From an optimization exercise on the open Yosys and OpenROAD flow, aimed at small area, a short achievable clock period and few clock cycles per item; shortcuts taken in it are not production practice. Function was checked by simulation only, so behaviour that the tests miss may differ from the original.

==> inputs of run a <==
// radix_string_to_integer_unit
module radix_string_to_integer_unit (
    input  logic                              i_clk,
    input  logic                              i_rst_n,
    input  logic                              i_valid,
    output logic                              o_ready,
    input  logic [7:0]                        i_ch,
    input  logic                              i_first,
    output logic                              o_valid,
    input  logic                              i_ready,
    output logic signed [rsti_pkg::VAL_W-1:0] o_value,
    input  logic                              i_cfg_we,
    input  logic [1:0]                        i_cfg_idx,
    input  logic [rsti_pkg::VAL_W-1:0]        i_cfg_data
);
    logic [7:0]                  r_booth;
    logic [4:0]                  r_rm1;
    logic [rsti_pkg::CNT_W-1:0]  r_digit_count;
    logic [rsti_pkg::VAL_W-1:0]  r_digits_low;
    logic [rsti_pkg::VAL_W-1:0]  r_digits_high;
    logic                        w_qvalid;
    rsti_pkg::t_tok              w_qtok;
    logic                        w_qpop;
    always_ff @(posedge i_clk) begin
        if (!i_rst_n) begin
            r_booth       <= rsti_pkg::booth(rsti_pkg::RST_RADIX);
            r_rm1         <= rsti_pkg::RST_RADIX - 5'd1;
            r_digit_count <= rsti_pkg::RST_DIGIT_COUNT;
            r_digits_low  <= rsti_pkg::RST_DIGITS_LOW;
            r_digits_high <= rsti_pkg::RST_DIGITS_HIGH;
        end else if (i_cfg_we) begin
            case (i_cfg_idx)
                rsti_pkg::REG_RADIX: begin
                    r_booth <= rsti_pkg::booth(i_cfg_data[4:0]);
                    r_rm1   <= i_cfg_data[4:0] - 5'd1;
                end
                rsti_pkg::REG_DIGIT_COUNT: r_digit_count <= i_cfg_data[4:0];
                rsti_pkg::REG_DIGITS_LOW:  r_digits_low  <= i_cfg_data;
                rsti_pkg::REG_DIGITS_HIGH: r_digits_high <= i_cfg_data;
                default: begin
                end
            endcase
        end
    end
    rsti_front u_front (
        .i_clk         (i_clk),
        .i_rst_n       (i_rst_n),
        .i_valid       (i_valid),
        .o_ready       (o_ready),
        .i_ch          (i_ch),
        .i_first       (i_first),
  ...
==> module rsti_front, before the edit <==
module rsti_front (
    input  logic                        i_clk,
    input  logic                        i_rst_n,
    input  logic                        i_valid,
    output logic                        o_ready,
    input  logic [7:0]                  i_ch,
    input  logic                        i_first,
    input  logic [rsti_pkg::CNT_W-1:0]  i_digit_count,
    input  logic [2*rsti_pkg::VAL_W-1:0] i_alphabet,
    output logic                        o_qvalid,
    output rsti_pkg::t_tok              o_qtok,
    input  logic                        i_qpop
);
    rsti_pkg::t_tok                     w_tok;
    rsti_pkg::t_tok                     r_tok;
    logic                               r_tvalid;
    logic [7:0]                         w_entry;
    logic                               w_big;
    logic                               w_nul;
    always_comb begin
        w_big       = i_digit_count[4];
        w_nul       = (i_ch == rsti_pkg::CH_NUL);
        w_tok.first = i_first;
        w_tok.space = (i_ch == rsti_pkg::CH_SPACE) || (i_ch == rsti_pkg::CH_LF) ||
                      (i_ch == rsti_pkg::CH_TAB) || (i_ch == rsti_pkg::CH_CR) ||
                      (i_ch == rsti_pkg::CH_VT) || (i_ch == rsti_pkg::CH_FF);
        w_tok.minus = (i_ch == rsti_pkg::CH_MINUS);
        w_tok.plus  = (i_ch == rsti_pkg::CH_PLUS);
        w_tok.hit   = 1'b0;
        w_tok.idx   = '0;
        w_entry     = '0;
        for (int k = rsti_pkg::MAX_DIGITS - 1; k >= 0; k--) begin
            w_entry = i_alphabet[8*k +: 8];
            if ((w_big || (4'(k) < i_digit_count[3:0])) && !w_nul && (w_entry == i_ch)) begin
                w_tok.hit = 1'b1;
                w_tok.idx = rsti_pkg::IDX_W'(k);
            end
        end
    end
    assign o_ready  = i_qpop;
    assign o_qvalid = r_tvalid;
    assign o_qtok   = r_tok;
    always_ff @(posedge i_clk) begin
        if (i_qpop) begin
            r_tok <= w_tok;
        end
    end
    always_ff @(posedge i_clk) begin
        if (!i_rst_n) begin
            r_tvalid <= 1'b0;
        end else if (i_qpop) begin
            r_tvalid <= i_valid;
        end
    end
endmodule
==> flow/config.mk <==
export PLATFORM = sky130hd
export DESIGN_NAME = radix_string_to_integer_unit
export DESIGN_NICKNAME = radix_string_to_integer_unit
export VERILOG_FILES = /design/flow/design.v
export SDC_FILE = /design/flow/constraint.sdc
export NUM_CORES = 4
export LEC_CHECK = 0
export ABC_AREA = 1
export CAP_MARGIN = 20
export CORE_MARGIN = 2
export CORE_UTILIZATION = 55
export PLACE_DENSITY = 0.7
export SETUP_SLACK_MARGIN = 2.5
export SLEW_MARGIN = 20
==> flow/constraint.sdc <==
create_clock -name core_clock -period 6.5 [get_ports {i_clk}]
set_input_delay 1.3000 -clock core_clock [delete_from_list [all_inputs] [get_ports {i_clk}]]
set_output_delay 1.3000 -clock core_clock [all_outputs]
set_load 0.01 [all_outputs]
standard.sh (not shown) runs the stock make flow with config.mk's settings and CLKGATE_MAP_FILE= SYNTH_SCRIPT=/design/flow/synth_recipe.tcl, a recipe that flattens the netlist after the stock synthesis.
==> flow/flow/run.sh <==
#!/bin/bash
# Own flow: the standard layout (standard.sh, unchanged synthesis), with
# two changes: every input and output port still gets its own buffer, but a
# plain sky130_fd_sc_hd__buf_1 rather than the delay cell buffer_ports picks
# by itself; and clock tree synthesis adds no dummy loads. standard.sh's
# output goes to standard.log; each ORFS step keeps its own log under
# orfs/logs/.
set -euo pipefail
bash standard.sh "BUFFER_PORTS_ARGS=-buffer_cell sky130_fd_sc_hd__buf_1" \
  "CTS_ARGS=-sink_clustering_enable -repair_clock_nets -dont_use_dummy_load -sink_clustering_buffer sky130_fd_sc_hd__clkbuf_8" \
  finish > standard.log 2>&1
==> run b: changes against run a <==
--- a/flow/design.v
+++ b/flow/design.v
@@ -69,10 +69,8 @@
     logic                               r_tvalid;
     logic [7:0]                         w_entry;
     logic                               w_big;
-    logic                               w_nul;
     always_comb begin
         w_big       = i_digit_count[4];
-        w_nul       = (i_ch == rsti_pkg::CH_NUL);
         w_tok.first = i_first;
         w_tok.space = (i_ch == rsti_pkg::CH_SPACE) || (i_ch == rsti_pkg::CH_LF) ||
                       (i_ch == rsti_pkg::CH_TAB) || (i_ch == rsti_pkg::CH_CR) ||
@@ -84,7 +82,8 @@
         w_entry     = '0;
         for (int k = rsti_pkg::MAX_DIGITS - 1; k >= 0; k--) begin
             w_entry = i_alphabet[8*k +: 8];
-            if ((w_big || (4'(k) < i_digit_count[3:0])) && !w_nul && (w_entry == i_ch)) begin
+            if ((w_big || (4'(k) < i_digit_count[3:0])) && (w_entry != rsti_pkg::CH_NUL) &&
+                (w_entry == i_ch)) begin
                 w_tok.hit = 1'b1;
                 w_tok.idx = rsti_pkg::IDX_W'(k);
             end
==> flow/run.sh (new file) <==
#!/bin/bash
# synth_recipe.tcl (not shown) runs the flow's synth.tcl, then flattens the netlist and writes it again
# the make line also repeats each setting of config.mk as NAME=value (left out here)
make -C /OpenROAD-flow-scripts/flow DESIGN_CONFIG=/design/flow/config.mk WORK_HOME=/design/flow/orfs CLKGATE_MAP_FILE= SYNTH_SCRIPT=/design/flow/synth_recipe.tcl finish
Settings changed: ABC_AREA 1 to unset, CORE_UTILIZATION 55 to 40, PLACE_DENSITY 0.7 to 0.6, SETUP_SLACK_MARGIN 2.5 to 2.4.
removed: flow/flow/run.sh
removed: flow/standard.sh
==> run c: changes against run a <==
--- a/flow/flow/run.sh
+++ b/flow/flow/run.sh
@@ -7,5 +7,5 @@
 # orfs/logs/.
 set -euo pipefail
 bash standard.sh "BUFFER_PORTS_ARGS=-buffer_cell sky130_fd_sc_hd__buf_1" \
-  "CTS_ARGS=-sink_clustering_enable -repair_clock_nets -dont_use_dummy_load -sink_clustering_buffer sky130_fd_sc_hd__clkbuf_8" \
+  "CTS_ARGS=-sink_clustering_enable -repair_clock_nets -dont_use_dummy_load" \
   finish > standard.log 2>&1
Settings changed: ABC_AREA 1 to unset, CORE_UTILIZATION 55 to 60, PLACE_DENSITY 0.7 to 0.75, SETUP_SLACK_MARGIN 2.5 to 2.4.
==> results_dict.tcl <==
set metrics [dict create \
    run_status "finished clean" \
    synth-adder-area-share_pct 16.3 \
    synth.distinct_cells 58 \
    data_required_time_at_the_worst_endpoint_ps 6850 \
    timing.clock.skew_ps 43.8 \
    timing.hold.worst.start "r_rm1[0]$_SDFFE_PN1P_" \
]
That was run a.
==> results_dict.tcl <==
set metrics [dict create \
    timing.clock.skew_ps 23.8 \
    maximum_number_of_pins_on_one_net_before_global_route_repair 92 \
    timing.hold.worst.start "r_digits_high[34]$_SDFFE_PN0P_" \
    hold_depth 2 \
    finalHoldWorstSlack_ps 482 \
    data_required_time_at_the_worst_endpoint_ps 6970 \
    run_status "finished clean" \
    synth-adder-area-share_pct 15.7 \
    crit_path_start_kind "flip-flop" \
    synth.distinct_cells 77 \
    h-tree-depth 1 \
    syn_to_final_growth_pct 19.7 \
]
That was run b.
==> results_dict.tcl <==
set metrics [dict create \
    run_status "finished clean" \
    area_share_clock_buf_inv_pct 3.14 \
    synth.distinct_cells 72 \
    timing.hold.worst.start "r_digits_low[33]$_SDFFE_PN0P_" \
    mapped_cell_area_um2 20000 \
    synth-adder-area-share_pct 15.7 \
    data_required_time_at_the_worst_endpoint_ps 6930 \
    post_synth.cell_area_avg_um2 8.30 \
    timing.clock.skew_ps 81.8 \
]
That was run c.
Testbench counts of run a, summed over its fixed seeds: cycles 18,815, items 18,783.
Testbench counts of run b, summed over its fixed seeds: cycles 18,815, items 18,783.
Testbench counts of run c, summed over its fixed seeds: cycles 18,815, items 18,783.

-- port drivers added, routing unchanged --
The flow's constraints put no driver on any port. The routed layouts listed below were extracted and timed again, unchanged, in two steps. Step 1 (the two cells are an assumption about what drives the block):
set clk [get_ports {i_clk}]
set_driving_cell -lib_cell sky130_fd_sc_hd__clkbuf_16 $clk
set_driving_cell -lib_cell sky130_fd_sc_hd__buf_2 [delete_from_list [all_inputs] $clk]
Step 2 also shifts input and output timing later by t, the mid clock arrival at the registers, as if the neighbouring blocks saw the same clock. a / b / c = no drivers / after step 1 / after step 2; a / b = the first two.
run | t (ns) | setup WS [ns] | hold slack, ns | worst data-port slew with drivers (ns) | pins driven straight from the clock port
run a | 0.570 | 2.617 / 2.617 / 2.264 | 0.452 / 0.452 / 0.452 | 0.07 | 1
run b | 0.649 | 2.372 / 2.372 / 1.947 | 0.482 / 0.482 / 0.482 | 0.08 | 1
run c | 0.604 | 2.253 / 2.253 / 2.253 | 0.478 / 0.478 / 0.478 | 0.07 | 1
After both steps every run listed still meets setup and hold. The setup slack of run b, which loses most, moves by 0.000 ns with the drivers and by -0.425 ns with both steps.
